This is an optimization exercise on Yosys and OpenROAD, whose aim is small area, not a production implementation. In this exercise RTL edits were held to simulation tests only and were not proved equivalent to the original. Power is estimated from default activity; no workload was simulated. The clock port is modelled as an ideal driver; clocking choices that lean on that would not hold on a real chip.

==> v25: inputs <==
==> flow/design.v (excerpt) <==
module tpu_io_ctrl #(
  parameter int WORD_SIZE = 256,
  parameter int ROWS      = 32,
  localparam int ADDR_W   = (ROWS > 1) ? $clog2(ROWS) : 1
) (
  input  logic                 clk,
  input  logic                 rst,
  input  logic                 in_valid,
  input  logic [WORD_SIZE-1:0] gbuff_a,
  input  logic [WORD_SIZE-1:0] gbuff_b,
  input  logic [4:0]           m,
  input  logic [4:0]           n,
  input  logic [4:0]           k,
  output logic                 wr_en,
  output logic [ADDR_W-1:0]    wr_addr,
  output logic [WORD_SIZE-1:0] wr_data_a,
  output logic [WORD_SIZE-1:0] wr_data_b,
  output logic                 start,
  output logic [4:0]           m_o,
  output logic [4:0]           n_o,
  output logic [4:0]           k_o,
  input  logic                 done,
  output logic                 rd_en,
  output logic [ADDR_W-1:0]    rd_addr,
  input  logic [WORD_SIZE-1:0] rd_data,
  output logic                 out_valid,
  output logic [WORD_SIZE-1:0] gbuff_out,
  output logic                 busy,
  output logic                 proto_err
);
==> module tpu_io_ctrl, before the edit <==
module tpu_io_ctrl #(
  parameter int WORD_SIZE = 256,
  parameter int ROWS      = 32,
  localparam int ADDR_W   = (ROWS > 1) ? $clog2(ROWS) : 1
) (
  input  logic                 clk,
  input  logic                 rst,
  input  logic                 in_valid,
  input  logic [WORD_SIZE-1:0] gbuff_a,
  input  logic [WORD_SIZE-1:0] gbuff_b,
  input  logic [4:0]           m,
  input  logic [4:0]           n,
  input  logic [4:0]           k,
  output logic                 wr_en,
  output logic [ADDR_W-1:0]    wr_addr,
  output logic [WORD_SIZE-1:0] wr_data_a,
  output logic [WORD_SIZE-1:0] wr_data_b,
  output logic                 start,
  output logic [4:0]           m_o,
  output logic [4:0]           n_o,
  output logic [4:0]           k_o,
  input  logic                 done,
  output logic                 rd_en,
  output logic [ADDR_W-1:0]    rd_addr,
  input  logic [WORD_SIZE-1:0] rd_data,
  output logic                 out_valid,
  output logic [WORD_SIZE-1:0] gbuff_out,
  output logic                 busy,
  output logic                 proto_err
);
  localparam logic [ADDR_W-1:0] LAST_ROW = ADDR_W'(ROWS - 1);
  logic                 load_q;       
  logic                 run_q;        
  logic                 rd_valid_q;   
  logic [ADDR_W-1:0]    cnt_q;        
  logic [WORD_SIZE-1:0] rdata_q;      
  logic read_ph;    
  logic accept;     
  logic last;       
  logic done_ok;    
  assign wr_addr = cnt_q;
  assign rd_addr = cnt_q;
  assign read_ph = rd_en | out_valid;
  assign busy    = load_q | run_q | read_ph;
  assign accept  = in_valid & ~run_q & ~read_ph;
  assign last    = accept & load_q & (cnt_q == ADDR_W'(ROWS - 2));
  assign start   = run_q & (cnt_q == LAST_ROW);
  assign done_ok = done & run_q & ~start;
  assign gbuff_out = rdata_q & {WORD_SIZE{out_valid}};
  logic              cnt_keep;
  logic [ADDR_W:0]   cnt_cy;
  logic [ADDR_W-1:0] cnt_nxt;
  assign cnt_keep  = load_q | rd_en;
  assign cnt_cy[0] = in_valid | rd_en;
  for (genvar i = 0; i < ADDR_W; i++) begin : g_cnt
    assign cnt_nxt[i]  = cnt_keep & (cnt_q[i] ^ cnt_cy[i]);
    assign cnt_cy[i+1] = cnt_cy[i] & cnt_q[i];
  end
  always_ff @(posedge clk or posedge rst) begin
    if (rst) begin
      load_q    <= 1'b0;
      run_q     <= 1'b0;
      wr_en     <= 1'b0;
      rd_en     <= 1'b0;
      out_valid <= 1'b0;
      proto_err <= 1'b0;
    end else begin
      load_q    <= (load_q | accept) & ~last;
      run_q     <= last | (run_q & ~done_ok);
      wr_en     <= accept;
      rd_en     <= done_ok | (rd_en & (cnt_q != LAST_ROW));
      out_valid <= rd_valid_q;
      if ((done & ~run_q) | (in_valid & (run_q | read_ph))) proto_err <= 1'b1;
    end
  end
  always_ff @(posedge clk) begin
    wr_data_a  <= gbuff_a;
    wr_data_b  <= gbuff_b;
    rdata_q    <= rd_data;
    rd_valid_q <= rd_en;
    cnt_q      <= cnt_nxt;
    if (!busy) begin
      m_o <= m;
      n_o <= n;
      k_o <= k;
    end
  end
endmodule
==> flow/config.mk <==
export PLATFORM = sky130hd
export DESIGN_NAME = tpu_io_ctrl
export DESIGN_NICKNAME = tpu_io_ctrl
export VERILOG_FILES = /design/flow/design.v
export SDC_FILE = /design/flow/constraint.sdc
export NUM_CORES = 4
export LEC_CHECK = 0
export CAP_MARGIN = 20
export CORE_AREA = 10 10 450 450
export DIE_AREA = 0 0 460 460
export SLEW_MARGIN = 20
==> flow/constraint.sdc <==
create_clock -name core_clock -period 5.0 [get_ports {clk}]
set_input_delay 1.0000 -clock core_clock [delete_from_list [all_inputs] [get_ports {clk}]]
set_output_delay 1.0000 -clock core_clock [all_outputs]
set_load 0.01 [all_outputs]
standard.sh (not shown) runs the stock make flow with config.mk's settings and CLKGATE_MAP_FILE= SYNTH_SCRIPT=/design/flow/synth_recipe.tcl, a recipe that flattens the netlist after the stock synthesis.
==> flow/flow/run.sh <==
#!/bin/bash
# Layout flow: the standard ORFS flow (the standard.sh) with
#  - port buffers of the smallest buffer cell,
#  - each data input pin placed next to the output pin it feeds (io.tcl),
#  - a clock tree of small buffers without dummy loads.
export IO_CONSTRAINTS="$PWD/flow/io.tcl"
export BUFFER_PORTS_ARGS="-buffer_cell sky130_fd_sc_hd__buf_1"
export CTS_ARGS="-sink_clustering_enable -repair_clock_nets -dont_use_dummy_load -buf_list {sky130_fd_sc_hd__clkbuf_16} -sink_clustering_size 36 -sink_clustering_max_diameter 100"
export RECOVER_POWER=100
bash standard.sh > standard.log 2>&1
==> flow/flow/io.tcl <==
# Keep each data input pin next to the output pin of the register it feeds,
# so every data bit's buffer-register-buffer chain stays at the die edge.
for {set i 0} {$i < 256} {incr i} {
  set_io_pin_constraint -group -order -pin_names [list "gbuff_a\[$i\]" "wr_data_a\[$i\]"]
  set_io_pin_constraint -group -order -pin_names [list "gbuff_b\[$i\]" "wr_data_b\[$i\]"]
  set_io_pin_constraint -group -order -pin_names [list "rd_data\[$i\]" "gbuff_out\[$i\]"]
}
==> v12: changes against v25 <==
--- a/flow/design.v
+++ b/flow/design.v
@@ -32,21 +32,25 @@
   logic                 load_q;       
   logic                 run_q;        
   logic                 rd_valid_q;   
+  logic                 rd_idle_q;    
+  logic                 out_idle_q;   
   logic [ADDR_W-1:0]    cnt_q;        
-  logic [WORD_SIZE-1:0] rdata_q;      
+  logic [WORD_SIZE-1:0] shared_n_q;   
   logic read_ph;    
   logic accept;     
   logic last;       
   logic done_ok;    
   assign wr_addr = cnt_q;
   assign rd_addr = cnt_q;
-  assign read_ph = rd_en | out_valid;
+  assign out_valid = ~out_idle_q;
+  assign read_ph   = rd_en | out_valid;
   assign busy    = load_q | run_q | read_ph;
   assign accept  = in_valid & ~run_q & ~read_ph;
   assign last    = accept & load_q & (cnt_q == ADDR_W'(ROWS - 2));
   assign start   = run_q & (cnt_q == LAST_ROW);
   assign done_ok = done & run_q & ~start;
-  assign gbuff_out = rdata_q & {WORD_SIZE{out_valid}};
+  assign wr_data_a = ~shared_n_q;
+  assign gbuff_out = ~(shared_n_q | {WORD_SIZE{out_idle_q}});
   logic              cnt_keep;
   logic [ADDR_W:0]   cnt_cy;
   logic [ADDR_W-1:0] cnt_nxt;
@@ -62,22 +66,21 @@
       run_q     <= 1'b0;
       wr_en     <= 1'b0;
       rd_en     <= 1'b0;
-      out_valid <= 1'b0;
       proto_err <= 1'b0;
     end else begin
       load_q    <= (load_q | accept) & ~last;
       run_q     <= last | (run_q & ~done_ok);
       wr_en     <= accept;
       rd_en     <= done_ok | (rd_en & (cnt_q != LAST_ROW));
-      out_valid <= rd_valid_q;
       if ((done & ~run_q) | (in_valid & (run_q | read_ph))) proto_err <= 1'b1;
     end
   end
   always_ff @(posedge clk) begin
-    wr_data_a  <= gbuff_a;
+    shared_n_q <= ~((rd_data | {WORD_SIZE{rd_idle_q}}) & (gbuff_a | {WORD_SIZE{rd_valid_q}}));
     wr_data_b  <= gbuff_b;
-    rdata_q    <= rd_data;
     rd_valid_q <= rd_en;
+    rd_idle_q  <= ~rd_en;
+    out_idle_q <= ~rd_valid_q;
     cnt_q      <= cnt_nxt;
     if (!busy) begin
       m_o <= m;
==> flow/flow/run.sh (replaced) <==
#!/bin/bash
# Layout flow: the standard ORFS flow (standard.sh, unchanged synthesis)
# with three changes to how the layout is made:
#  - io.tcl places every pin by hand, evenly around the die edge, with the
#    pins of each data bit next to each other (sourced at the end of
#    floorplan through IO_CONSTRAINTS; place_pins then leaves them alone);
#  - port buffers use the smallest buffer cell (buf_1);
#  - the clock tree uses clkbuf_8 leaf buffers for clusters of at most 20
#    flip-flops, clkbuf_16 above them, and no dummy loads.
# The full output of the ORFS run goes to standard.log; ORFS keeps each
# step's own log under orfs/logs.
export IO_CONSTRAINTS="$PWD/flow/io.tcl"
export BUFFER_PORTS_ARGS="-buffer_cell sky130_fd_sc_hd__buf_1"
export CTS_ARGS="-sink_clustering_enable -repair_clock_nets -dont_use_dummy_load -buf_list {sky130_fd_sc_hd__clkbuf_16} -sink_clustering_buffer sky130_fd_sc_hd__clkbuf_8 -sink_clustering_size 21 -sink_clustering_max_diameter 100"
bash standard.sh > standard.log 2>&1
==> flow/flow/io.tcl (replaced) <==
# Place every pin by hand, spread evenly around the die edge. Each data bit's
# pins sit together (gbuff_a, rd_data, wr_data_a, gbuff_out share a register;
# gbuff_b feeds wr_data_b), so its buffers and registers stay at the edge
# next to them. Control pins sit together in the middle of the left edge, with free
# slots on both sides of the clock pin.
set block [ord::get_db_block]
set die [$block getDieArea]
set dbu [$block getDbUnitsPerMicron]
set W [expr {double([$die xMax]) / $dbu}]
set H [expr {double([$die yMax]) / $dbu}]
set avoid 10.0
# slots, counterclockwise: bottom (met2), right (met3), top (met2), left (met3)
set slots {}
for {set x [expr {0.23 + 0.46 * ceil(($avoid - 0.23) / 0.46)}]} {$x <= $W - $avoid} {set x [expr {$x + 0.46}]} {
  lappend slots [list met2 $x 0.2425 {0.14 0.485}]
}
for {set y [expr {0.34 + 0.68 * ceil(($avoid - 0.34) / 0.68)}]} {$y <= $H - $avoid} {set y [expr {$y + 0.68}]} {
  lappend slots [list met3 [expr {$W - 0.4}] $y {0.8 0.3}]
}
set top {}
for {set x [expr {0.23 + 0.46 * ceil(($avoid - 0.23) / 0.46)}]} {$x <= $W - $avoid} {set x [expr {$x + 0.46}]} {
  lappend top [list met2 $x [expr {$H - 0.2425}] {0.14 0.485}]
}
set slots [concat $slots [lreverse $top]]
set left {}
for {set y [expr {0.34 + 0.68 * ceil(($avoid - 0.34) / 0.68)}]} {$y <= $H - $avoid} {set y [expr {$y + 0.68}]} {
  lappend left [list met3 0.4 $y {0.8 0.3}]
}
set slots [concat $slots [lreverse $left]]

# pin order around the ring
set data {}
for {set i 0} {$i < 256} {incr i} {
  lappend data "gbuff_a\[$i\]" "rd_data\[$i\]" "wr_data_a\[$i\]" "gbuff_out\[$i\]" "gbuff_b\[$i\]" "wr_data_b\[$i\]"
}
set ctrl {{} {} clk {} {} rst in_valid done wr_en start rd_en out_valid busy proto_err}
foreach b {m n k} {
  for {set i 0} {$i < 5} {incr i} { lappend ctrl "$b\[$i\]" "${b}_o\[$i\]" }
}
for {set i 0} {$i < 5} {incr i} { lappend ctrl "wr_addr\[$i\]" "rd_addr\[$i\]" }
# the control pins go where the left edge's middle falls in the ring
set n [llength $slots]
set m [expr {[llength $data] + [llength $ctrl]}]
set nl [llength $left]
set mid [expr {$n - $nl / 2}]
set at [expr {int(round(double($mid) * $m / $n)) - [llength $ctrl] / 2}]
set pins [concat [lrange $data 0 [expr {$at - 1}]] $ctrl [lrange $data $at end]]
for {set j 0} {$j < $m} {incr j} {
  set s [lindex $slots [expr {int(double($j) * $n / $m)}]]
  lassign $s layer x y size
  if {[lindex $pins $j] eq ""} continue
  place_pin -pin_name [lindex $pins $j] -layer $layer -location [list $x $y] -pin_size $size -force_to_die_boundary
}
- CAP_MARGIN: 20 -> 5
- SLEW_MARGIN: 20 -> 5
==> v19: changes against v25 <==
--- a/flow/design.v
+++ b/flow/design.v
@@ -32,8 +32,10 @@
   logic                 load_q;       
   logic                 run_q;        
   logic                 rd_valid_q;   
+  logic                 rd_idle_q;    
+  logic                 out_idle_q;   
   logic [ADDR_W-1:0]    cnt_q;        
-  logic [WORD_SIZE-1:0] rdata_q;      
+  logic [WORD_SIZE-1:0] shared_n_q;   
   logic read_ph;    
   logic accept;     
   logic last;       
@@ -46,7 +48,8 @@
   assign last    = accept & load_q & (cnt_q == ADDR_W'(ROWS - 2));
   assign start   = run_q & (cnt_q == LAST_ROW);
   assign done_ok = done & run_q & ~start;
-  assign gbuff_out = rdata_q & {WORD_SIZE{out_valid}};
+  assign wr_data_a = ~shared_n_q;
+  assign gbuff_out = ~(shared_n_q | {WORD_SIZE{out_idle_q}});
   logic              cnt_keep;
   logic [ADDR_W:0]   cnt_cy;
   logic [ADDR_W-1:0] cnt_nxt;
@@ -74,10 +77,11 @@
     end
   end
   always_ff @(posedge clk) begin
-    wr_data_a  <= gbuff_a;
+    shared_n_q <= ~((rd_data | {WORD_SIZE{rd_idle_q}}) & (gbuff_a | {WORD_SIZE{rd_valid_q}}));
     wr_data_b  <= gbuff_b;
-    rdata_q    <= rd_data;
     rd_valid_q <= rd_en;
+    rd_idle_q  <= ~rd_en;
+    out_idle_q <= ~rd_valid_q;
     cnt_q      <= cnt_nxt;
     if (!busy) begin
       m_o <= m;
==> flow/flow/run.sh (replaced) <==
#!/bin/bash
# Layout flow: the standard ORFS flow (the standard.sh) with
#  - port buffers of the smallest buffer cell,
#  - each data input pin placed next to the output pin it feeds (io.tcl),
#  - a clock tree of small buffers without dummy loads.
export IO_CONSTRAINTS="$PWD/flow/io.tcl"
export BUFFER_PORTS_ARGS="-buffer_cell sky130_fd_sc_hd__buf_1"
export CTS_ARGS="-sink_clustering_enable -repair_clock_nets -dont_use_dummy_load -buf_list {sky130_fd_sc_hd__clkbuf_16} -sink_clustering_buffer sky130_fd_sc_hd__clkbuf_8 -sink_clustering_size 20 -sink_clustering_max_diameter 100"

bash standard.sh > standard.log 2>&1
- ABC_AREA: unset -> 1
==> summary of the runs <==
v19 finished clean. v12 finished clean. v25 passed the timing, design-rule and antenna checks. Synthesized cell count: v25 < v12 < v19. In die area, v25 and v12 do not differ. The highest design area belongs to v25, the lowest to v12. Of v19 and v25, v19 has the higher first-iteration DRC count (gap about 90%, measured against v25). The lowest non-clock buffer count belongs to v25, the highest to v19. Routed wire length, lowest first: v12, v25, v19. Of v12 and v19, v19 has the higher area after synthesis (gap 1.9%, measured against v19). Register-to-register slack: v19 > v12 > v25. Against v12, the combinational power of v25 is lower by about 60%. Clock skew, highest first: v19, v12, v25.

what the ideal ports hide:
In the flow no input, the clock included, has a driving cell. The finished layouts below were timed again as built, in two steps.
Step 1 assumes that a clkbuf_16 drives the clock port and a buf_2 every other input.
Step 2 also shifts input and output timing later by t, the mid clock arrival at the registers, as if the neighbouring blocks saw the same clock.
a / b / c = ideal ports / drivers / drivers and shift; a / b = the first two.
| run | t, ns | slack for setup (ns) | clock arrival spread, ns | worst register clock-pin slew, ns |
|---|---|---|---|---|
| v25 | 0.712 | 0.930 / 0.856 / 1.568 | 0.047 / 0.046 | 0.13 / 0.13 |
| v12 | 0.660 | 1.571 / 1.514 / 2.174 | 0.066 / 0.066 | 0.13 / 0.13 |
| v19 | 0.650 | 1.806 / 1.729 / 2.379 | 0.088 / 0.088 | 0.12 / 0.12 |
After both steps setup and hold are still met in every run listed.
